What follows belongs to an exercise in optimizing a design on an open flow for small area; a production flow would make more cautious choices. At most, simulation tests tie the RTL to the original design; equivalence was not proved. The RTL of run 2 was laid out without a check of its function. No activity file was given, so power comes from the tool's default toggle rates.

===== flow/config.mk =====
export PLATFORM = sky130hd
export DESIGN_NAME = floors_fall
export DESIGN_NICKNAME = floors_fall
export VERILOG_FILES = /design/flow/design.v
export SDC_FILE = /design/flow/constraint.sdc
export NUM_CORES = 4
export LEC_CHECK = 0
export ABC_AREA = 1
export CAP_MARGIN = 20
export CORE_MARGIN = 2
export CORE_UTILIZATION = 80
export SLEW_MARGIN = 20

===== flow/constraint.sdc =====
create_clock -name core_clock -period 6.0 [get_ports {pclk}]
set_input_delay 1.2000 -clock core_clock [delete_from_list [all_inputs] [get_ports {pclk}]]
set_output_delay 1.2000 -clock core_clock [all_outputs]
set_load 0.01 [all_outputs]

===== flow/design.v =====
`default_nettype none
package game_pkg;
    localparam logic [11:0] FLOOR_COLOR  = 12'h642;
    localparam logic [11:0] OBJECT_COLOR = 12'h81d;
endpackage
`default_nettype wire
`default_nettype none
module floors_fall (
    input  logic        pclk,
    input  logic        rst,
    input  logic        space_button,
    input  logic [37:0] video_in,
    input  logic [11:0] x_obj,
    input  logic [11:0] y_obj,
    input  logic [11:0] y_pos,
    output logic [37:0] video_out,
    output logic        floor_hit,
    output logic        start,
    output logic        ending,
    output logic [11:0] y_obj_out
);
    function automatic logic ge_c(input logic [12:0] x, input logic [12:0] c);
        logic r;
        r = 1'b1;
        for (int i = 0; i < 13; i++) r = c[i] ? (x[i] & r) : (x[i] | r);
        ge_c = r;
    endfunction
    function automatic logic le_c(input logic [12:0] x, input logic [12:0] c);
        logic r;
        r = 1'b1;
        for (int i = 0; i < 13; i++) r = c[i] ? (!x[i] | r) : (!x[i] & r);
        le_c = r;
    endfunction
    function automatic logic in_win(input logic [12:0] x, input logic [12:0] c,
                                    input logic [12:0] w);
        in_win = ge_c(x, c) && le_c(x, 13'(c + w));
    endfunction
    function automatic logic ge(input logic [12:0] a, input logic [12:0] b);
        logic c;
        c = 1'b1;
        for (int i = 0; i < 13; i++) c = (a[i] & !b[i]) | (c & (a[i] | !b[i]));
        ge = c;
    endfunction
    function automatic logic [12:0] sub_rip(input logic [12:0] a, input logic [12:0] b);
        logic c;
        c = 1'b1;
        for (int i = 0; i < 13; i++) begin
            sub_rip[i] = a[i] ^ !b[i] ^ c;
            c = (a[i] & !b[i]) | (c & (a[i] | !b[i]));
        end
    endfunction
    function automatic logic [12:0] sub11(input logic [10:0] a, input logic [10:0] b);
        logic c;
        c = 1'b1;
        for (int i = 0; i < 11; i++) begin
            sub11[i] = a[i] ^ !b[i] ^ c;
            c = (a[i] & !b[i]) | (c & (a[i] | !b[i]));
        end
        sub11[12:11] = {2{sub11[10]}};
    endfunction
    function automatic logic [11:0] add_rip(input logic [11:0] a, input logic [11:0] b);
        logic c;
        c = 1'b0;
        for (int i = 0; i < 12; i++) begin
            add_rip[i] = a[i] ^ b[i] ^ c;
            c = (a[i] & b[i]) | (c & (a[i] | b[i]));
        end
    endfunction
    function automatic logic [12:0] add_c(input logic [12:0] x, input logic [12:0] c);
        logic r;
        r = 1'b0;
        for (int i = 0; i < 13; i++) begin
            add_c[i] = x[i] ^ c[i] ^ r;
            r = c[i] ? (x[i] | r) : (x[i] & r);
        end
    endfunction
    function automatic logic ge_c9(input logic [8:0] x, input logic [8:0] c);
        ge_c9 = ge_c({4'b0, x}, {4'b0, c});
    endfunction
    function automatic logic [8:0] add9(input logic [8:0] x, input logic [8:0] c);
        logic r;
        r = 1'b0;
        for (int i = 0; i < 9; i++) begin
            add9[i] = x[i] ^ c[i] ^ r;
            r = (x[i] & c[i]) | (r & (x[i] | c[i]));
        end
    endfunction
    function automatic logic [8:0] step(input logic [8:0] x, input logic [8:0] s,
                                        input logic [8:0] m);
        logic       wr;
        logic [8:0] k;
        wr = ge_c9(x, 9'(m - s));
        for (int i = 0; i < 9; i++) k[i] = wr ? 9'(s - m) >> i & 1'b1 : s[i];
        step = add9(x, k);
    endfunction
    logic [10:0] h, v;
    assign h = video_in[37:27];
    assign v = video_in[26:16];
    logic [8:0] q0, q1;
    logic [7:0] q2, q3;
    logic       g_q, w_q;
    always_ff @(posedge pclk) begin
        g_q <= !rst && (y_pos[11:1] != 11'd0);
        w_q <= !rst && (y_pos[11:1] == 11'd0) && g_q;
        if (rst) begin
            q0 <= 9'd285; q1 <= 9'd150; q2 <= 8'd125; q3 <= 8'd57;
        end else if (w_q) begin
            q0 <= step(q0, 9'd25, 9'd370);
            q1 <= step(q1, 9'd125, 9'd370);
            q2 <= 8'(step({1'b0, q2}, 9'd160, 9'd185));
            q3 <= 8'(step({1'b0, q3}, 9'd165, 9'd185));
        end
    end
    logic a4, a5, a6;
    assign a4 = ge_c9(q0, 9'd60);             
    assign a5 = ge_c9(q1, 9'd88);             
    assign a6 = ge_c9({1'b0, q2}, 9'd160);    
    function automatic logic [8:0] base_of(input logic [2:0] cls);
        case (cls)
            3'd0, 3'd4: base_of = q0;
            3'd1, 3'd5: base_of = q1;
            3'd2, 3'd6: base_of = {q2, 1'b0};
            3'd3:       base_of = {q3, 1'b1};
            default:    base_of = 'x;
        endcase
    endfunction
    function automatic logic off_win(input logic [12:0] d, input logic [2:0] cls,
                                     input logic fl, input logic [12:0] w);
        case (cls)
            3'd0, 3'd1, 3'd2, 3'd3: off_win = in_win(d, 13'd0, w);
            3'd4:    off_win = fl ? in_win(d, 13'(-120), w) : in_win(d, 13'd620, w);
            3'd5:    off_win = fl ? in_win(d, 13'(-175), w) : in_win(d, 13'd565, w);
            3'd6:    off_win = fl ? in_win(d, 13'(-640), w) : in_win(d, 13'd100, w);
            default: off_win = 1'b0;
        endcase
    endfunction
    function automatic logic [2:0] enc(input logic [6:0] sel);
        enc = {sel[4] | sel[5] | sel[6], sel[2] | sel[3] | sel[6], sel[1] | sel[3] | sel[5]} |
              {3{~|sel}};
    endfunction
    localparam logic [83:0] C = {12'd450, 12'd300, 12'd150, 12'd0,
                                 12'd3946, 12'd3796, 12'd3646};
    logic [11:0] dv, dy;
    logic [12:0] foot;
    logic [6:0]  hi, pk, lk;
    assign dv   = {1'b0, v} - y_pos;
    assign dy   = y_obj - y_pos;
    assign foot = add_c({1'b0, y_obj}, 13'd48);
    logic hi_any, pk_ok, lk_ok;
    always_comb begin
        for (int k = 0; k < 7; k++)
            hi[k] = in_win({1'b0, y_pos}, {1'b0, 12'(12'd4076 - C[12*k +: 12])}, 13'd19);
    end
    assign hi_any = |hi;
    assign pk_ok  = !(hi_any && v < 11'd20);
    assign lk_ok  = !foot[12] || hi_any;
    always_comb begin
        for (int k = 0; k < 7; k++) begin
            pk[k] = in_win({1'b0, dv}, {1'b0, C[12*k +: 12]}, 13'd20) && pk_ok;
            lk[k] = in_win({1'b0, dy}, {1'b0, 12'(C[12*k +: 12] - 12'd48)}, 13'd20) && lk_ok;
        end
    end
    logic       sprite, f552;
    logic [2:0] cp, cl;
    assign cp  = enc(pk);
    assign cl  = enc(lk);
    assign sprite = ge({2'b00, h}, {1'b0, x_obj}) &&
                    !ge({2'b00, h}, add_c({1'b0, x_obj}, 13'd36)) &&
                    !ge({1'b0, y_obj}, {2'b00, v}) && ge(foot, {2'b00, v});
    assign f552 = (y_obj == 12'd552);
    logic pl, go, space_q, y1_q, play_now, go_now;
    assign play_now = !rst && (space_q || (pl && !y1_q));
    assign go_now   = !rst && !space_q && (y1_q || go);
    always_ff @(posedge pclk) begin
        pl      <= play_now;
        go      <= go_now;
        space_q <= !rst && space_button;
        y1_q    <= (y_obj == 12'd1);
        start   <= rst || (!pl && !go);
        ending  <= !rst && go;
    end
    logic [37:0] vid1;
    logic [2:0]  cp1, cl1;
    logic        sprite1, f552_1;
    logic [11:0] yp1;
    logic [9:0]  x1;
    logic        xbig1;
    always_ff @(posedge pclk) begin
        vid1    <= video_in;
        cp1     <= cp;
        sprite1 <= sprite;
        x1      <= x_obj[9:0];
        xbig1   <= |x_obj[11:10];
        cl1     <= cl;
        f552_1  <= f552;
        yp1     <= y_pos;
    end
    logic [10:0] h1;
    logic [12:0] eh;
    logic        on_floor, hit_now, land1;
    logic [12:0] ex;
    logic [11:0] rgb, yoff, y_now;
    localparam logic [83:0] YOFF = {12'd401, 12'd251, 12'd101, 12'd4047,
                                    12'd3897, 12'd3747, 12'd3597};
    assign h1 = vid1[37:27];
    assign eh = sub11({1'b0, h1[9:0]}, {base_of(cp1), 1'b0});
    assign on_floor = (cp1 != 3'd7) && (h1 != 11'd0) && !ge_c({2'b00, h1}, 13'd799) &&
                      !off_win(eh, cp1, cp1[0] ? a5 : cp1[1] ? a6 : a4, 13'd60);
    always_comb begin
        rgb = vid1[11:0];
        if (pl) begin
            if (sprite1)       rgb = game_pkg::OBJECT_COLOR;
            else if (on_floor) rgb = game_pkg::FLOOR_COLOR;
        end
    end
    assign ex    = 13'({2'b00, x1} - {2'b00, base_of(cl1), 1'b0});
    assign land1 = (xbig1 || !off_win(ex, cl1, cl1[0] ? a5 : cl1[1] ? a6 : a4, 13'd23)) &&
                   (cl1 != 3'd7);
    always_comb begin
        yoff  = YOFF[12*cl1 +: 12];
        y_now = add_rip(yp1, yoff);
    end
    assign hit_now = land1 || f552_1;
    always_ff @(posedge pclk) begin
        if (rst) begin
            video_out <= '0;
            floor_hit <= 1'b0;
            y_obj_out <= '0;
        end else begin
            video_out <= {vid1[37:12], rgb};
            floor_hit <= hit_now;
            if (land1)       y_obj_out <= y_now;
            else if (f552_1) y_obj_out <= 12'd552;
        end
    end
endmodule
`default_nettype wire

===== flow/flow/run.sh =====
#!/bin/bash
# Standard layout with three changes: the smallest buffer on the ports, a
# clock tree without dummy loads, and OpenROAD's restructure (area target)
# on the combinational logic between floorplan and placement.
set -euo pipefail
export BUFFER_PORTS_ARGS="-buffer_cell sky130_fd_sc_hd__buf_1"
export CTS_ARGS="-sink_clustering_enable -repair_clock_nets -buf_list sky130_fd_sc_hd__clkbuf_8 -dont_use_dummy_load"

bash standard.sh floorplan > standard_floorplan.log 2>&1

# restructure ignores set_dont_use, so hand it a library without those cells
export LIB_FULL=$FLOW_HOME/platforms/sky130hd/lib/sky130_fd_sc_hd__tt_025C_1v80.lib
export LIB_RESTRUCT=$PWD/restructure.lib
export RES_DIR=$PWD/orfs/results/sky130hd/floors_fall/base
export RS_WORK=$PWD/restructure_work
mkdir -p $RS_WORK
python3 flow/libfilter.py $LIB_FULL $LIB_RESTRUCT 'sky130_fd_sc_hd__lpflow_*' 'sky130_fd_sc_hd__probe*' > libfilter.log 2>&1
openroad -no_init -exit flow/restructure.tcl > restructure.log 2>&1

bash standard.sh > standard.log 2>&1

===== flow/flow/libfilter.py =====
#!/usr/bin/env python3
# Copy a liberty file without the named cells: libfilter.py IN OUT PATTERN...
import re, sys, fnmatch
src, dst, pats = sys.argv[1], sys.argv[2], sys.argv[3:]
text = open(src).read()
out = []
pos = 0
for m in re.finditer(r'\n(\s*)cell\s*\(\s*"?([A-Za-z0-9_]+)"?\s*\)\s*\{', text):
    if m.start() < pos:
        continue
    name = m.group(2)
    if not any(fnmatch.fnmatch(name, p) for p in pats):
        continue
    # find the matching closing brace
    depth = 0
    i = m.end() - 1
    while True:
        c = text[i]
        if c == '{':
            depth += 1
        elif c == '}':
            depth -= 1
            if depth == 0:
                break
        i += 1
    out.append(text[pos:m.start()])
    pos = i + 1
out.append(text[pos:])
open(dst, 'w').write(''.join(out))

===== flow/flow/restructure.tcl =====
# Area recovery on the synthesized logic after the standard floorplan:
# OpenROAD's restructure (ABC, area target) on the combinational logic.
# Registers, ports and the power grid are left as they are.
set res $::env(RES_DIR)
read_db $res/2_floorplan.odb
read_liberty $::env(LIB_FULL)
read_sdc $res/2_floorplan.sdc
source $::env(FLOW_HOME)/platforms/sky130hd/setRC.tcl
report_design_area
# two passes: the second still finds a little
foreach pass {1 2} {
    restructure -liberty_file $::env(LIB_RESTRUCT) -target area \
        -tielo_port sky130_fd_sc_hd__conb_1/LO -tiehi_port sky130_fd_sc_hd__conb_1/HI \
        -work_dir $::env(RS_WORK)
}
report_design_area
write_db $res/2_floorplan.odb

===== flow/standard.sh =====
#!/bin/bash
# synth_recipe.tcl (not shown) runs the flow's synth.tcl, then flattens the netlist and writes it again
# the make line also repeats each setting of config.mk as NAME=value (left out here)
make -C /OpenROAD-flow-scripts/flow DESIGN_CONFIG=/design/flow/config.mk WORK_HOME=/design/flow/orfs CLKGATE_MAP_FILE= SYNTH_SCRIPT=/design/flow/synth_recipe.tcl "${@:-finish}"

==> metrics.md, run 1 <==
| Metric | Value |
|---|---|
| Outcome | `no timing/DRC/antenna violations` |
| Number of fill cells | `~990` |
| Iter 0 DRT Violations | `around 1300` |
| Final wirelength | `between 20000 and 25000 µm` |
| Via density | `6.18` |
| Peak Freq | `about 190 MHz` |
| Headroom to the max-slew limit | `50.8%` |
| Die Area | `roughly 14000 µm²` |
| Distinct cells, synth | `53` |
| Initial Util | `81.8%` |
| Final Skew | `44.8 ps` |
| Cts bufs inserted | `17` |
| Ys async rst share | `0%` |
| Layout area overhead | `-7.53%` |
| Vias in the first global route | `8205` |
| Hold_ws | `between 400 and 500 ps` |
| Final hold violations | `0` |
| Final Util | `between 70% and 80%` |
| Simple-gate share of the synthesized area | `25.4%` |
| Core Region | `12600 µm²` |
| Predominant post-synthesis flop cell | `dfxtp_1` |
| Total grt overflow | `0` |
| Total GRT Usage | `34.7%` |
| Worst setup margin | `614 ps` |
| Max capacitance violation total | `0` |
| Arr. time, crit path | `between 5000 and 6000 ps` |
| Site Rows | `41` |
| Vias | `9207` |
| Die W | `between 100 and 150 µm` |
| Critical path class | `flip-flop to flip-flop` |
| Synth area leaders | `dfxtp_1 31%, inv_1 9.6%, nand2_1 9.1%, ha_1 8.2%, fa_1 7.0%` |
| TritonRoute pass-1 iters | `8` |
| Non-filler cells, final | `1489` |
| GP Congestion | `1.00` |
| Synth top area share | `about a third` |
| Seq pwr share | `44.0%` |
| Nets | `1396` |
| Synth Cell Area | `10300 µm²` |
| Max FO, Critical Path | `8` |
| Routed WL per cell | `roughly 16 µm` |
| Int Pwr | `1.70 mW` |
| Crit start category | `flip-flop` |
| VDD IR-drop max | `between 0.15 and 0.2 mV` |
| Min Clock Period, post-route | `between 5000 and 6000 ps` |
| Xor and xnor fraction of the mapped netlist area | `1.51%` |
| Slew @ Worst Pin | `738 ps` |
| Max incr delay on CP | `360 ps` |
| Power density over cell area | `278 nW/µm²` |
| Clk sinks | `162` |
| First-pass GRT wire length | `39000 µm` |
| Dpl ws | `321 ps` |
| Net switching power | `954 µW` |
| Clock slew at reported path FFs | `80 ps` |
| Clk Latency, worst-skew pair | `490 ps` |
| Final Max Slew Viols | `0` |
| Final Setup Violations | `0` |
| Largest area contributor in the netlist | `dfxtp_1` |
| CP Capture Type | `flip-flop` |
| Die Y | `118 µm` |
| Largest net degree at the start of global routing | `66` |
| Period utilization | `89.8%` |
| Overall Power | `2.65 mW` |
| DRC Markers | `0` |
| Net Sw Frac | `between 30 and 40%` |
| Synth Net Count | `1609` |
| Clk pwr share | `22.4%` |
| CTS tree | `done` |
| Initial antenna violation count | `0` |
| Clock tree buffer depth | `2` |
| Post-synth EDFFs | `0` |
| Combinational Power Share | `33.6%` |
| Seq cells post-synth | `162` |
| Most common cell on crit path | `nor2_1` |
| Clk root buf | `clkbuf_8` |
| Final ANT Viol Nets | `0` |
| H-tree levels | `4` |
| Synthesized area per cell | `7.23 µm²` |
| Slowest-stage cell, CP | `dfxtp_1` |
| Antenna diodes | `0` |
| Cell leakage power | `3.34 nW` |
| Yosys Warn Count | `1` |
| Mux cell area share after synthesis | `0%` |
| Io pins | `130` |
| Largest family of logic cells by synthesized area | `simple AND/OR/NAND/NOR gates` |
| Syn Inst Count | `1428` |
| Hold buffer count at cts | `0` |
| Post-DP HPWL | `approximately 19000 µm` |
| Synth Area in Adders | `15.2%` |
| Placed Cells | `1472` |
| Share of post-route cells with drive strength above 1 | `approximately 2.7%` |
| Register area share after synthesis | `31.4%` |
| Worst hold path type | `flip-flop to flip-flop` |
| # port buffers | `129` |
| Worst path required time | `roughly 6400 ps` |
| Compound-Gate Fraction of Synth Area | `15.6%` |
==> through the flow <==
step                TNS (ps)  area, µm²
floorplan                  0      10300
global placement           0       9310
detailed placement         0       9310
CTS                        0       9540
global route           -3.45       9550
finish                     0       9550
==> sequential cells by signal, indices dropped and copies added (netlist names), 9 cells and up <==
register	count
vid1	38
video_out	38
y_obj_out	12
yp1	12
x1	10
q0	9
q1	9
==> synthesized netlist by cell type, types with 4 or more instances <==
cell type / instances
a21oi_1: 77
a21oi_2: 10
a221oi_1: 9
a22o_1: 5
a31oi_1: 12
clkbuf_1: 17
dfxtp_1: 162
fa_1: 36
ha_1: 68
inv_1: 263
inv_2: 4
nand2_1: 250
nand2_2: 13
nand3_1: 76
nand3_2: 11
nand3b_1: 8
nand4_1: 35
nor2_1: 147
nor2_2: 4
nor3_1: 21
nor4_1: 9
o2111ai_1: 7
o211ai_1: 6
o21ai_0: 91
o21bai_1: 5
o22ai_1: 19
o311ai_0: 4
o31ai_1: 4
or2_2: 6
xor2_1: 13
==> critical path, delay by kind of cell (launching register included) <==
family                 cells  cell delay (ps)
DFF                        1              360
buffers and inverters      2              230
AOI/OAI and AO/OA         14             2570
and+or+nand+nor           18             2170
==> worst paths after layout <==
check	slack, ps	end	from	cells past startpoint
min reg2reg	440	video_out[23]	vid1[23]	1
max reg2reg	610	video_out[11]	cp1[0]	34
max	610	video_out[11]	cp1[0]	34
min	440	video_out[23]	vid1[23]	1
==> kinds of logic (layout without fill, tap and decap cells) <==
group,after synthesis,after routing
buffers and inverters,291,334
adder cells (fa/ha/maj),104,0
XOR/XNOR,17,7
AO/OA/AOI/OAI,268,404
AND/OR/NAND/NOR,586,410
flip-flops,162,162
==> layer usage <==
metal | wire length, µm | vias up | track usage, %
li1 | - | 4537 | -
met1 | 10500 | 4077 | 46.3
met2 | 10900 | 535 | 55.8
met3 | 2550 | 58 | 8.28
met4 | 505 | 0 | 10.5
met5 | 0 | - | 0
==> power groups by stage <==
stage	clock network, mW	registers [mW]	logic, mW
after detailed placement	0	1.19	0.854
after floorplan	0	1.22	1.09
after CTS	0.599	1.17	0.859
after global routing	0.637	1.17	0.984
final	0.593	1.17	0.891
after global placement	0	1.19	0.838
==> cell usage in the layout (no fill, tap or decap), types with 8 or more instances in the layout <==
| master | netlist | routed |
|---|---|---|
| a211oi_1 | 3 | 8 |
| dfxtp_1 | 162 | 162 |
| buf_4 | 2 | 14 |
| a31oi_1 | 12 | 16 |
| nor2b_1 | 0 | 27 |
| buf_1 | 2 | 128 |
| o22a_1 | 0 | 10 |
| o2bb2ai_1 | 0 | 8 |
| a221oi_1 | 9 | 8 |
| nor3_1 | 21 | 38 |
| o21a_1 | 2 | 18 |
| a222oi_1 | 0 | 18 |
| o21ai_0 | 91 | 94 |
| a21oi_1 | 77 | 72 |
| a22oi_1 | 1 | 22 |
| nor2_1 | 147 | 211 |
| o221ai_1 | 2 | 17 |
| and2_0 | 0 | 8 |
| or2_0 | 0 | 10 |
| nand3_1 | 76 | 14 |
| a2bb2oi_1 | 0 | 18 |
| clkbuf_8 | 0 | 17 |
| nor4_1 | 9 | 16 |
| nand2_1 | 250 | 59 |
| o22ai_1 | 19 | 45 |
| clkinv_1 | 1 | 173 |
==> what timing repair did <==
item | 4_1_cts | 5_1_grt
endpoints found under the setup margin | 0 | 17
setup buffers | 0 | 0
gates resized for setup | 0 | 7
==> final cells by class <==
cell class                 instances  area [µm²]  area share, %
sequential                       162        3240           34.0
clock buffer                      17         234           2.45
timing repair buffer             143         591           6.19
tap                              172         215           2.25
inverter                         174         653           6.84
multi-input combinational        821        4610           48.3
==> run 2, diff against run 1 <==
--- a/flow/design.v
+++ b/flow/design.v
@@ -205,3 +205,3 @@
     assign h1 = vid1[37:27];
-    assign eh = sub11({1'b0, h1[9:0]}, {base_of(cp1), 1'b0});
+    assign eh = 13'({3'b000, h1[9:0]} - {3'b000, base_of(cp1), 1'b0});
     assign on_floor = (cp1 != 3'd7) && (h1 != 11'd0) && !ge_c({2'b00, h1}, 13'd799) &&
--- a/flow/config.mk
+++ b/flow/config.mk
@@ -10,3 +10,3 @@
 export CORE_MARGIN = 2
-export CORE_UTILIZATION = 80
+export CORE_UTILIZATION = 70
 export SLEW_MARGIN = 20
==> metrics.md, run 2 <==
| Metric | Value |
|---|---|
| Outcome | `no timing/DRC/antenna violations` |
| Clk Latency, worst-skew pair | `450 ps` |
| Synth area leaders | `dfxtp_1 31%, nand2_1 10%, inv_1 10%, ha_1 9.0%, fa_1 5.5%` |
| Final wirelength | `23200 µm` |
| Final Setup Violations | `0` |
| Synth top cells by count | `291 x nand2_1, 282 x inv_1, 162 x dfxtp_1` |
| Synthesized area per cell | `about 7.0 µm²` |
| Power density over cell area | `278 nW/µm²` |
| Routed WL per cell | `15.7 µm` |
| Vias in the first global route | `approximately 7900` |
| Critical path class | `primary input to flip-flop` |
| First-pass GRT wire length | `37300 µm` |
| Clock tree buffer depth | `2` |
| Io pins | `130` |
| Worst Hold Endpoint | `w_q` |
| Hold wc startpoint | `g_q` |
| Worst setup margin | `approximately 520 ps` |
| RSZ-0062 raised after global routing | `no` |
| Initial Util | `72.2%` |
| Final ANT Viol Nets | `0` |
| Largest regs | `vid1 x38, video_out x38` |
| Max capacitance violation total | `0` |
| Post-DP HPWL | `17700 µm` |
| GP Congestion | `0.977` |
| Clk sinks | `162` |
| Worst hold path type | `flip-flop to flip-flop` |
| Clock slew at reported path FFs | `60 ps` |
| Max incr delay on CP | `440 ps` |
| Non-filler cells, final | `1475` |
| Cts bufs inserted | `17` |
| R2R Setup Slk | `~700 ps` |
| Overall Power | `between 2 and 3 mW` |
| Final hold violations | `0` |
| Cell area after layout | `9620 µm²` |
| Hold buffer count at cts | `0` |
| Nets | `around 1400` |
| Slew @ Worst Pin | `875 ps` |
| Clk root buf | `clkbuf_8` |
| Share of post-route cells with drive strength above 1 | `2.87%` |
| Synth Net Count | `~1700` |
| Dpl ws | `between 20 and 30 ps` |
| Largest net degree at the start of global routing | `60` |
| Distinct cells, synth | `50` |
| Arr. time, crit path | `5800 ps` |
| Slowest-stage cell, CP | `or4_1` |
| Register area share after synthesis | `30.7%` |
| Peak Freq | `182 MHz` |
| Die W | `127 µm` |
| Final Util | `roughly 66%` |
| H-tree levels | `4` |
| Syn Inst Count | `roughly 1500` |
| Site Rows | `44` |
| Layout area overhead | `-9.00%` |
| Min Clock Period, post-route | `approximately 5500 ps` |
| Synth Cell Area | `roughly 11000 µm²` |
| Predominant post-synthesis flop cell | `dfxtp_1` |
| Headroom to the max-slew limit | `41.3%` |
| Largest area contributor in the netlist | `dfxtp_1` |
| Cell leakage power | `3.35 nW` |
| Antenna diodes | `0` |
| Worst path required time | `between 6000 and 7000 ps` |
| Post-DP Area | `between 9000 and 10000 µm²` |
| CP Buf/Inv Count | `7` |
| Hold depth | `2` |
| DRC Markers | `0` |
| Final Max Slew Viols | `0` |
| Core Region | `14600 µm²` |
| Yosys Warn Count | `1` |
| Commonest non-fill, non-tap cells in the layout | `187 x nor2_1, 171 x clkinv_1, 162 x dfxtp_1` |
| Seq cells post-synth | `about 160` |
| Placed Cells | `1458` |
| Vias | `~9000` |
| Commonest non-fill, non-tap cell in the layout | `nor2_1` |
| CTS tree | `done` |
| Die Area | `between 15000 and 20000 µm²` |
| Initial antenna violation count | `0` |
| Total grt overflow | `0` |
| CP Capture Type | `flip-flop` |
| Crit start category | `primary input` |
| Reg2reg path depth | `24` |
| Final Skew | `32.9 ps` |
| Post-synth EDFFs | `0` |
| Setup TNS | `0 ps` |
| Reg-to-Reg End | `y_obj_out[5]` |
| Via density | `6.02` |
| Period utilization | `91.4%` |
| # port buffers | `129` |
| TritonRoute pass-1 iters | `9` |
| Synth top area share | `30.7%` |
| Critical path's top delay family | `compound AO/OA/AOI/OAI gates` |
| Top-count cell post-synth | `nand2_1` |
| Total GRT Usage | `28.5%` |
| Critical R2R Launch | `cl1[0]` |
| Ys async rst share | `0%` |
| Die Y | `127 µm` |
| VDD IR-drop max | `between 0.15 and 0.2 mV` |
| Max FO, Critical Path | `4` |
| Iter 0 DRT Violations | `roughly 940` |
| Hold_ws | `between 400 and 500 ps` |
==> run 2: layout make-up <==
class	count	area (µm²)
clock buffer	17	234
multi-input combinational	797	4670
sequential	162	3240
inverter	171	642
tap	184	230
fill	1344	5020
timing repair buffer	144	598
==> run 2: report_power, final <==
part | total (mW) | switching, mW | internal (mW)
Clock | 0.578 | 0.328 | 0.250
Sequential | 1.17 | 0.0297 | 1.14
Combinational | 0.932 | 0.584 | 0.347
==> run 2: worst register-to-register path, delay by kind of cell, from the launching register on <==
kind	cells	cell delay, ps
AOI/OAI and AO/OA	12	2440
buffers and inverters	2	390
DFF	1	460
and+or+nand+nor	10	1920
==> run 2: per-layer routing <==
metal / vias up / track usage [%] / wire length (µm)
met5: - / 0 / 0
met2: 356 / 48.5 / 10800
met1: 3987 / 36.0 / 10200
li1: 4487 / - / -
met3: 49 / 6.07 / 1500
met4: 0 / 9.76 / 624
==> run 2: worst max path at each step <==
| stage | start | endpoint | depth (start not counted) |
|---|---|---|---|
| detailed placement | video_in[17] | cp1[0] | 25 |
| CTS | video_in[17] | cp1[0] | 25 |
| global placement | video_in[17] | cp1[0] | 25 |
| floorplan | cl1[2] | y_obj_out[11] | 23 |
| global route | cl1[1] | y_obj_out[11] | 26 |
| finish | video_in[17] | cp1[0] | 25 |
==> run 2: logic make-up after synthesis <==
kind of cell    synth area share [%]
compound gates                  14.8
fa+ha+maj                       14.5
buf+inv                         11.4
flops                           30.7
simple gates                    25.8
xor+xnor                        2.84
==> run 2: what timing repair did <==
action	4_1_cts	5_1_grt
setup buffers	0	0
setup endpoints to repair	0	14
endpoints found under the hold margin	0	0
resized for setup	0	6
==> run 3, diff against run 2 <==
--- a/flow/design.v
+++ b/flow/design.v
@@ -43,10 +43,2 @@
     endfunction
-    function automatic logic [12:0] sub_rip(input logic [12:0] a, input logic [12:0] b);
-        logic c;
-        c = 1'b1;
-        for (int i = 0; i < 13; i++) begin
-            sub_rip[i] = a[i] ^ !b[i] ^ c;
-            c = (a[i] & !b[i]) | (c & (a[i] | !b[i]));
-        end
-    endfunction
     function automatic logic [12:0] sub11(input logic [10:0] a, input logic [10:0] b);
@@ -205,3 +197,3 @@
     assign h1 = vid1[37:27];
-    assign eh = 13'({3'b000, h1[9:0]} - {3'b000, base_of(cp1), 1'b0});
+    assign eh = sub11({1'b0, h1[9:0]}, {base_of(cp1), 1'b0});
     assign on_floor = (cp1 != 3'd7) && (h1 != 11'd0) && !ge_c({2'b00, h1}, 13'd799) &&
@@ -215,3 +207,3 @@
     end
-    assign ex    = 13'({2'b00, x1} - {2'b00, base_of(cl1), 1'b0});
+    assign ex    = {3'b000, x1} - {3'b000, base_of(cl1), 1'b0};
     assign land1 = (xbig1 || !off_win(ex, cl1, cl1[0] ? a5 : cl1[1] ? a6 : a4, 13'd23)) &&
--- a/flow/config.mk
+++ b/flow/config.mk
@@ -10,3 +10,3 @@
 export CORE_MARGIN = 2
-export CORE_UTILIZATION = 70
+export CORE_UTILIZATION = 60
 export SLEW_MARGIN = 20
==> metrics.md, run 3 <==
| Metric | Value |
|---|---|
| Register area share after synthesis | `31.7%` |
| TritonRoute pass-1 iters | `8` |
| Largest net degree at the start of global routing | `between 60 and 70` |
| Power density over cell area | `281 nW/µm²` |
| Synthesized area per cell | `7.09 µm²` |
| # port buffers | `129` |
| Die Y | `135 µm` |
| Critical path class | `flip-flop to flip-flop` |
| Number of fill cells | `1662` |
| DRC Markers | `0` |
| Slowest-stage cell, CP | `dfxtp_1` |
| Setup TNS | `0 ps` |
| Arr. time, crit path | `5740 ps` |
| Clock tree buffer depth | `2` |
| Commonest non-fill, non-tap cells in the layout | `200 x nor2_1, 173 x clkinv_1, 160 x dfxtp_1` |
| Share of post-route cells with drive strength above 1 | `~3.2%` |
| Via density | `5.80` |
| Cell leakage power | `roughly 3.3 nW` |
| Distinct cells, synth | `49` |
| Iter 0 DRT Violations | `approximately 770` |
| Total grt overflow | `0` |
| Final Max Slew Viols | `0` |
| Yosys Warn Count | `1` |
| Worst path required time | `about 6300 ps` |
| Outcome | `no timing/DRC/antenna violations` |
| Top-count cell post-synth | `nand2_1` |
| GR Layer Usage met1 | `approximately 34%` |
| Worst hold path type | `flip-flop to flip-flop` |
| Total GRT Usage | `between 20% and 30%` |
| Final hold violations | `0` |
| Final ANT Viol Nets | `0` |
| Vias in the first global route | `7919` |
| Layout area overhead | `-5.97%` |
| Clk sinks | `162` |
| Seq cells post-synth | `between 150 and 200` |
| Synth Net Count | `~1600` |
| CTS tree | `done` |
| CP Capture Type | `flip-flop` |
| Io pins | `130` |
| Max FO, Critical Path | `4` |
| Core Region | `16600 µm²` |
| Die Area | `around 18000 µm²` |
| Antenna diodes | `0` |
| Most common cell on crit path | `nor2_1` |
| First-pass GRT wire length | `39100 µm` |
| Synth top cells by count | `275 x nand2_1, 271 x inv_1, 162 x dfxtp_1` |
| Site Rows | `47` |
| Synth area leaders | `dfxtp_1 32%, nand2_1 10%, inv_1 9.9%, ha_1 8.3%, fa_1 7.0%` |
| Critical path's top delay family | `compound AO/OA/AOI/OAI gates` |
| Post-DP HPWL | `19200 µm` |
| Commonest non-fill, non-tap cell in the layout | `nor2_1` |
| Largest regs | `vid1 x38, video_out x38` |
| Max incr delay on CP | `360 ps` |
| Min Clock Period, post-route | `5400 ps` |
| Gr busiest metal | `met2` |
| Syn Inst Count | `1443` |
| Nets | `between 1000 and 1500` |
| Initial antenna violation count | `0` |
| RSZ-0062 raised after global routing | `no` |
| Max capacitance violation total | `0` |
| GP Congestion | `0.984` |
| Largest area contributor in the netlist | `dfxtp_1` |
| Grt met3 use | `6.04%` |
| Clk root buf | `clkbuf_8` |
| Clock slew at reported path FFs | `100 ps` |
| Die W | `135 µm` |
| Initial Util | `between 60% and 70%` |
| Clk Latency, worst-skew pair | `460 ps` |
| Worst setup margin | `between 600 and 700 ps` |
| Vias | `8874` |
| Predominant post-synthesis flop cell | `dfxtp_1` |
| Final Setup Violations | `0` |
| Met2 Resource Use GR | `44.9%` |
| H-tree levels | `4` |
| Crit start category | `flip-flop` |
| CP Buf/Inv Count | `2` |
| Dpl ws | `209 ps` |
| Ys async rst share | `0%` |
| Slew @ Worst Pin | `799 ps` |
| Cts bufs inserted | `17` |
| Synth Cell Area | `10200 µm²` |
| Routed WL per cell | `16.2 µm` |
| Final Skew | `approximately 39 ps` |
| Synth top area share | `31.7%` |
| Headroom to the max-slew limit | `46.2%` |
| VDD IR-drop max | `around 0.17 mV` |
| Final wirelength | `approximately 25000 µm` |
| Post-synth EDFFs | `0` |
| Peak Freq | `185 MHz` |
| Period utilization | `90.0%` |
-- run 3: area by class of cell --
class                           instances  area [µm²]  share of cell area [%]
Sequential cell                       162        3250                    33.7
Multi-Input combinational cell        815        4630                    48.2
Inverter                              174         653                    6.79
Clock buffer                           17         234                    2.43
Timing Repair Buffer                  141         576                    5.98
Tap cell                              220         275                    2.86
-- run 3: through the flow --
| stage | power, mW | std cells | area (µm²) | hold WS (ps) | util (%) |
|---|---|---|---|---|---|
| after floorplan | 2.27 | 1443 | 10200 | 388 | - |
| after global placement | 2.09 | 1511 | 9330 | 408 | 56.0 |
| after detailed placement | 2.09 | 1511 | 9330 | 414 | 56.0 |
| after CTS | 2.69 | 1528 | 9560 | 400 | 57.5 |
| after global routing | 2.88 | 1529 | 9620 | 405 | 57.8 |
| final | 2.70 | 1529 | 9620 | 410 | 57.8 |
-- run 3: logic make-up (layout without fill, tap and decap cells) --
kind of cell               after synthesis  in the layout  synth area share, %
AOI/OAI and AO/OA                      259            402                 14.8
DFF                                    162            162                 31.7
adders and majority gates              104              0                 15.4
buffers and inverters                  296            332                 11.2
xor gates and xnor gates                18             11                 1.54
and+or+nand+nor                        604            402                 25.4
-- run 3: power by group --
| group | switching [mW] | internal, mW |
|---|---|---|
| Sequential | 0.0353 | 1.14 |
| Clock | 0.342 | 0.250 |
| Combinational | 0.605 | 0.329 |
| Total | 0.982 | 1.72 |
-- run 3: worst paths after layout --
path	start	depth (start not counted)	end	slack [ps]
setup reg to reg	cp1[0]	32	video_out[6]	600
hold reg to reg	space_q	1	go	410
hold / removal	space_q	1	go	410
setup / recovery	cp1[0]	32	video_out[6]	600
-- run 3: per-layer routing --
layer	vias up	part of all wire (%)
li1	4506	-
met5	-	0
met3	57	6.3
met4	0	3.5
met2	295	46
met1	4016	44
-- run 3: repair_timing --
action,in CTS,in global routing
setup buffers,0,1
hold buffers,0,0
endpoints found under the hold margin,0,0
setup endpoints to repair,0,27
gates resized for setup,0,17
==> run 4, diff against run 3 <==
--- a/flow/config.mk
+++ b/flow/config.mk
@@ -10,3 +10,3 @@
 export CORE_MARGIN = 2
-export CORE_UTILIZATION = 60
+export CORE_UTILIZATION = 88
 export SLEW_MARGIN = 20
==> metrics.md, run 4 <==
| Metric | Value |
|---|---|
| R2R Setup Slk | `about 430 ps` |
| Max capacitance violation total | `0` |
| TritonRoute pass-1 iters | `13` |
| Period utilization | `92.8%` |
| Layout area overhead | `-6.97%` |
| Site Rows | `39` |
| Non-filler cells, final | `1451` |
| Clk root buf | `clkbuf_8` |
| Yosys Warn Count | `1` |
| Final hold violations | `0` |
| Reg2reg path depth | `27` |
| Clock slew at reported path FFs | `80 ps` |
| Commonest non-fill, non-tap cell in the layout | `nor2_1` |
| Synth top cells by count | `275 x nand2_1, 271 x inv_1, 162 x dfxtp_1` |
| Slowest-stage cell, CP | `dfxtp_1` |
| Synth area leaders | `dfxtp_1 32%, nand2_1 10%, inv_1 9.9%, ha_1 8.3%, fa_1 7.0%` |
| VDD IR-drop max | `0.313 mV` |
| Seq cells post-synth | `roughly 160` |
| CTS tree | `done` |
| Routed met3 length | `2520 µm` |
| Cell leakage power | `3.31 nW` |
| Nets | `1387` |
| Clock tree buffer depth | `2` |
| RSZ-0062 raised after global routing | `no` |
| DRC Markers | `0` |
| Synth Cell Area | `10200 µm²` |
| Final Setup Violations | `0` |
| Top-count cell post-synth | `nand2_1` |
| Io pins | `130` |
| Crit start category | `flip-flop` |
| Worst hold path type | `flip-flop to flip-flop` |
| Total grt overflow | `0` |
| M1 WL | `9440 µm` |
| Most common cell on crit path | `nor2_1` |
| Outcome | `no timing/DRC/antenna violations` |
| Routed WL per cell | `17.4 µm` |
| Peak Freq | `between 150 and 200 MHz` |
| Dpl ws | `200 ps` |
| Largest regs | `vid1 x38, video_out x38` |
| Power density over cell area | `287 nW/µm²` |
| Die Area | `approximately 13000 µm²` |
| Cts bufs inserted | `17` |
| Headroom to the max-slew limit | `around 43%` |
| End of the critical path | `y_obj_out[9]` |
| Predominant post-synthesis flop cell | `dfxtp_1` |
| Top layer used by detailed routing | `met4` |
| Largest area contributor in the netlist | `dfxtp_1` |
| Die W | `112 µm` |
| Iter 0 DRT Violations | `1480` |
| CP Buf/Inv Count | `4` |
| CP Capture Type | `flip-flop` |
| Post-DP HPWL | `about 19000 µm` |
| Slew @ Worst Pin | `between 800 and 900 ps` |
| H-tree levels | `4` |
| Final wirelength | `25200 µm` |
| Synth top area share | `between 30% and 40%` |
| # port buffers | `129` |
| Syn Inst Count | `1443` |
| Post-synth EDFFs | `0` |
| Max incr delay on CP | `480 ps` |
| Via density | `6.57` |
| Setup TNS | `0 ps` |
| Hold_ws | `~430 ps` |
| Placed Cells | `1432` |
| Min Clock Period, post-route | `5570 ps` |
| Die Y | `112 µm` |
| Worst setup margin | `433 ps` |
| Largest net degree at the start of global routing | `67` |
| GP Congestion | `0.983` |
| Synth Net Count | `around 1600` |
| Reg-to-Reg End | `y_obj_out[9]` |
| Final Max Slew Viols | `0` |
| Ys async rst share | `0%` |
| Clk Latency, worst-skew pair | `approximately 500 ps` |
| Synthesized area per cell | `7.09 µm²` |
| Met2 wire len | `around 12000 µm` |
| Share of post-route cells with drive strength above 1 | `3.29%` |
| Initial antenna violation count | `0` |
| Hold buffer count at cts | `0` |
| Final Skew | `42.7 ps` |
| Final ANT Viol Nets | `0` |
| Critical R2R Launch | `cl1[0]` |
| Max FO, Critical Path | `11` |
| Vias in the first global route | `between 8000 and 9000` |
| Commonest non-fill, non-tap cells in the layout | `199 x nor2_1, 172 x clkinv_1, 160 x dfxtp_1` |
| Worst path required time | `6330 ps` |
| Clk sinks | `162` |
| Antenna diodes | `0` |
| Total GRT Usage | `between 30% and 40%` |
| First-pass GRT wire length | `39800 µm` |
| Core Region | `11400 µm²` |
| Arr. time, crit path | `about 6000 ps` |
| Initial Util | `90.0%` |
| Register area share after synthesis | `about a third` |
| Critical path class | `flip-flop to flip-flop` |
| WP depth | `27` |
| Distinct cells, synth | `49` |
| Vias | `roughly 9500` |
| Critical path's top delay family | `compound AO/OA/AOI/OAI gates` |
| Worst setup path startpoint | `cl1[0]` |
==> run 4: cell count changes in the layout (fill, tap and decap cells not counted), sizes merged <==
cell      change
buf           -1
clkinv        -1
clkinvlp      +1
==> run 4: report_power, final <==
group / total, mW / switching (mW) / internal, mW
sequential: 1.18 / 0.0385 / 1.14
combinational: 0.970 / 0.633 / 0.338
clock: 0.584 / 0.335 / 0.249
==> run 4: through the flow <==
stage / utilization [%] / area [µm²] / power [mW]
after floorplan: - / 10200 / 2.27
after global routing: 83.7 / 9510 / 2.87
final: 83.7 / 9510 / 2.73
after detailed placement: 81.1 / 9220 / 2.09
after CTS: 83.1 / 9450 / 2.66
after global placement: 81.1 / 9220 / 2.06
==> run 4: repair_timing <==
item,CTS,global route
setup buffers,0,2
resized for setup,0,21
endpoints found under the setup margin,0,25
==> run 4: per-layer routing <==
layer  vias up  global-route usage (%)
li1       4501                       -
met1      4275                    45.7
met2       621                    65.9
met3       141                    8.76
met4         0                    23.1
met5         -                       0
==> run 4: cell families (layout without fill, tap and decap cells) <==
kind of cell	Yosys count	count (layout)	share of synthesized area, %
simple gates	604	402	25.4
compound gates	259	402	14.8
fa+ha+maj	104	0	15.4
flops	162	162	31.7
buf+inv	296	331	11.2
xor+xnor	18	11	1.54
==> run 4: final cells by class <==
| cell class | count | area [µm²] |
|---|---|---|
| tap | 143 | 179 |
| inverter | 174 | 657 |
| sequential | 162 | 3250 |
| timing repair buffer | 140 | 568 |
| clock buffer | 17 | 234 |
| multi-input combinational | 815 | 4630 |
| fill | 720 | 1860 |
==> run 4: how the worst min path moves through the flow <==
| stage | start | endpoint | slack [ps] | depth (start not counted) |
|---|---|---|---|---|
| final | vid1[6] | video_out[6] | 430 | 1 |
| after global routing | vid1[21] | video_out[21] | 450 | 1 |
| after CTS | vid1[6] | video_out[6] | 430 | 1 |
| after detailed placement | vid1[25] | video_out[25] | 420 | 1 |
| after global placement | vid1[15] | video_out[15] | 420 | 1 |
| after floorplan | vid1[12] | video_out[12] | 390 | 2 |
==> run 5, diff against run 4 <==
--- a/flow/config.mk
+++ b/flow/config.mk
@@ -10,3 +10,3 @@
 export CORE_MARGIN = 2
-export CORE_UTILIZATION = 88
+export CORE_UTILIZATION = 80
 export SLEW_MARGIN = 20
==> metrics.md, run 5 <==
| Metric | Value |
|---|---|
| Outcome | `no timing/DRC/antenna violations` |
| Cell leakage power | `around 3.3 nW` |
| Number of fill cells | `around 1000` |
| Die Y | `117 µm` |
| Clk sinks | `162` |
| Final wirelength | `about 23000 µm` |
| Hold depth | `1` |
| First-pass GRT wire length | `35700 µm` |
| Synthesized area per cell | `7.09 µm²` |
| Site Rows | `41` |
| Max capacitance violation total | `0` |
| Vias | `about 9100` |
| Period utilization | `between 90% and 100%` |
| CP Capture Type | `flip-flop` |
| Core Region | `around 13000 µm²` |
| Die Area | `13700 µm²` |
| Mux cell area share after synthesis | `0%` |
| Syn Inst Count | `1443` |
| Hold buffer count at cts | `0` |
| TritonRoute pass-1 iters | `8` |
| Top-count cell post-synth | `nand2_1` |
| Peak Freq | `around 180 MHz` |
| Commonest non-fill, non-tap cell in the layout | `nor2_1` |
| Min Clock Period, post-route | `5430 ps` |
| Reg2reg path depth | `33` |
| Critical R2R Launch | `cp1[0]` |
| R2R Setup Slk | `670 ps` |
| Die W | `approximately 120 µm` |
| Final Setup Violations | `0` |
| Largest regs | `vid1 x38, video_out x38` |
| Arr. time, crit path | `between 5000 and 6000 ps` |
| VDD IR-drop max | `approximately 0.2 mV` |
| Routed WL per cell | `15.5 µm` |
| Predominant post-synthesis flop cell | `dfxtp_1` |
| Slew @ Worst Pin | `809 ps` |
| Iter 0 DRT Violations | `1134` |
| DRC Markers | `0` |
| Clock tree buffer depth | `2` |
| # port buffers | `approximately 130` |
| Non-filler cells, final | `1481` |
| Layout area overhead | `-6.89%` |
| Distinct cells, synth | `49` |
| Vias in the first global route | `a little under 8000` |
| Worst path required time | `6310 ps` |
| Total grt overflow | `0` |
| Final ANT Viol Nets | `0` |
| Reg-to-Reg End | `video_out[11]` |
| Placed Cells | `1463` |
| Initial Util | `81.4%` |
| Nets | `1388` |
| Yosys Warn Count | `1` |
| Initial antenna violation count | `0` |
| Xor and xnor fraction of the mapped netlist area | `between 1.5 and 2%` |
| Worst Hold Endpoint | `go` |
| Total GRT Usage | `33.3%` |
| Post-DP HPWL | `~18000 µm` |
| Synth Net Count | `1624` |
| RSZ-0062 raised after global routing | `no` |
| Compound-Gate Fraction of Synth Area | `14.8%` |
| Synth top area share | `31.7%` |
| Synth Cell Area | `slightly above 10000 µm²` |
| Io pins | `130` |
| Max FO, Critical Path | `5` |
| Share of post-route cells with drive strength above 1 | `2.75%` |
| Final hold violations | `0` |
| Largest area contributor in the netlist | `dfxtp_1` |
| Headroom to the max-slew limit | `between 40% and 50%` |
| Largest family of logic cells by synthesized area | `simple AND/OR/NAND/NOR gates` |
| Seq cells post-synth | `162` |
| Power density over cell area | `282 nW/µm²` |
| Ys async rst share | `0%` |
| Largest net degree at the start of global routing | `67` |
| Setup TNS | `0 ps` |
| Critical path class | `primary input to flip-flop` |
| Antenna diodes | `0` |
| Worst hold path type | `flip-flop to flip-flop` |
| H-tree levels | `4` |
| Final Skew | `35.3 ps` |
| Clock slew at reported path FFs | `100 ps` |
| CTS tree | `done` |
| Synth area leaders | `dfxtp_1 32%, nand2_1 10%, inv_1 9.9%, ha_1 8.3%, fa_1 7.0%` |
| Register area share after synthesis | `31.7%` |
| GP Congestion | `0.999` |
| Commonest non-fill, non-tap cells in the layout | `200 x nor2_1, 173 x clkinv_1, 160 x dfxtp_1` |
| Simple-gate share of the synthesized area | `25.4%` |
| Post-synth EDFFs | `0` |
| Hold wc startpoint | `space_q` |
| Via density | `6.13` |
| Clk root buf | `clkbuf_8` |
| Crit start category | `primary input` |
| Final Util | `between 70% and 80%` |
| Final Max Slew Viols | `0` |
| Cts bufs inserted | `17` |
| Synth top cells by count | `275 x nand2_1, 271 x inv_1, 162 x dfxtp_1` |
| Clk Latency, worst-skew pair | `470 ps` |
| Synth Area in Adders | `15.4%` |
==> run 5: routing by layer <==
layer | vias up | GRT usage (%) | wire, µm
met5 | - | 0 | 0
met2 | 470 | 53.3 | 10400
met4 | 0 | 16.9 | 1020
li1 | 4528 | - | -
met1 | 3984 | 41.6 | 9420
met3 | 92 | 8.60 | 2050
==> run 5: cell families after synthesis <==
| logic type | count (synthesis) |
|---|---|
| AO/OA/AOI/OAI | 259 |
| XOR/XNOR | 18 |
| adder cells (fa/ha/maj) | 104 |
| buffers and inverters | 296 |
| flip-flops | 162 |
| AND/OR/NAND/NOR | 604 |
==> run 5: worst max-delay path by stage <==
stage	slack, ps	cells after the start	end	startpoint
3_3_place_gp	270	24	cp1[0]	y_pos[1]
5_1_grt	40	33	video_out[11]	cp1[0]
4_1_cts	170	33	video_out[11]	cp1[0]
3_5_place_dp	200	23	cp1[0]	video_in[17]
2_1_floorplan	560	27	video_out[10]	cp1[0]
6_report	570	23	cp1[0]	video_in[17]
==> run 5: where the power goes <==
part / switching (mW) / total (mW) / internal, mW
clock: 0.331 / 0.581 / 0.250
sequential: 0.0333 / 1.17 / 1.14
combinational: 0.603 / 0.931 / 0.328
==> run 5: cell type report <==
class,count,area [µm²],area share [%]
inverters,174,653,6.86
repair buffers,141,576,6.04
flip-flops and latches,162,3250,34.1
clock buffers,17,234,2.46
multi-input cells,815,4600,48.3
well taps,172,215,2.26
==> run 5: worst max-delay path, stage by stage <==
cell       delay [ps]
buf_1             160
clkinv_1          130
o22ai_1           280
a22oi_1           150
o22a_1            220
o22a_1            230
o22ai_1           240
clkinv_1          110
o22ai_1           220
clkinv_1          100
o22ai_1           200
clkinv_1           90
o22ai_1           210
clkinv_1          100
o22ai_1           200
clkinv_1           90
o22ai_1           160
a2bb2oi_1         230
nand3_1           160
nor3b_1           310
nor4b_1           350
nor3_1            110
or4_1             440
==> run 5: what timing repair did <==
action,in CTS,in global routing
resized for setup,0,12
setup endpoints to repair,0,25
setup buffers,0,1
==> run 5: metrics by stage <==
step / worst slack (ps) / hold WS, ps / area, µm² / total power, mW
floorplan: 563 / 388 / 10200 / 2.27
global placement: 269 / 413 / 9270 / 2.07
detailed placement: 196 / 412 / 9270 / 2.09
CTS: 165 / 430 / 9500 / 2.67
global route: 42.8 / 448 / 9520 / 2.85
finish: 567 / 427 / 9520 / 2.68

-- re-timing with driven ports --
The results above use ideal ports. As a check the final layouts listed here were re-extracted and re-timed, cells and wires unchanged.
Step 1 sets driving cells, clkbuf_16 on the clock port and buf_2 on the other inputs (assumed; they add their load-dependent delay and slew).
Step 2 times the ports against the registers' clock, not the clock port: input delays grow and output delays shrink by t, the midpoint of the rising clock arrivals with the driver on.
a / b / c = ideal / step 1 / step 2; a / b = the first two.
run | t (ns) | slack for setup (ns) | worst setup path at the end | worst register clock-pin slew, ns | cell pins on the clock port's net
run 1 | 0.504 | 0.614 / 0.614 / 0.327 | input to register | 0.11 / 0.11 | 1
run 2 | 0.477 | 0.515 / 0.530 / 0.054 | input to register | 0.09 / 0.09 | 1
run 3 | 0.482 | 0.601 / 0.601 / 0.235 | input to register | 0.10 / 0.10 | 1
run 4 | 0.508 | 0.433 / 0.433 / 0.050 | input to register | 0.10 / 0.10 | 1
run 5 | 0.493 | 0.567 / 0.584 / 0.091 | input to register | 0.10 / 0.10 | 1
After both steps setup and hold are still met in every run listed. For run 5, which loses most, drivers alone change the setup slack by +0.017 ns; drivers and shift together by -0.476 ns.
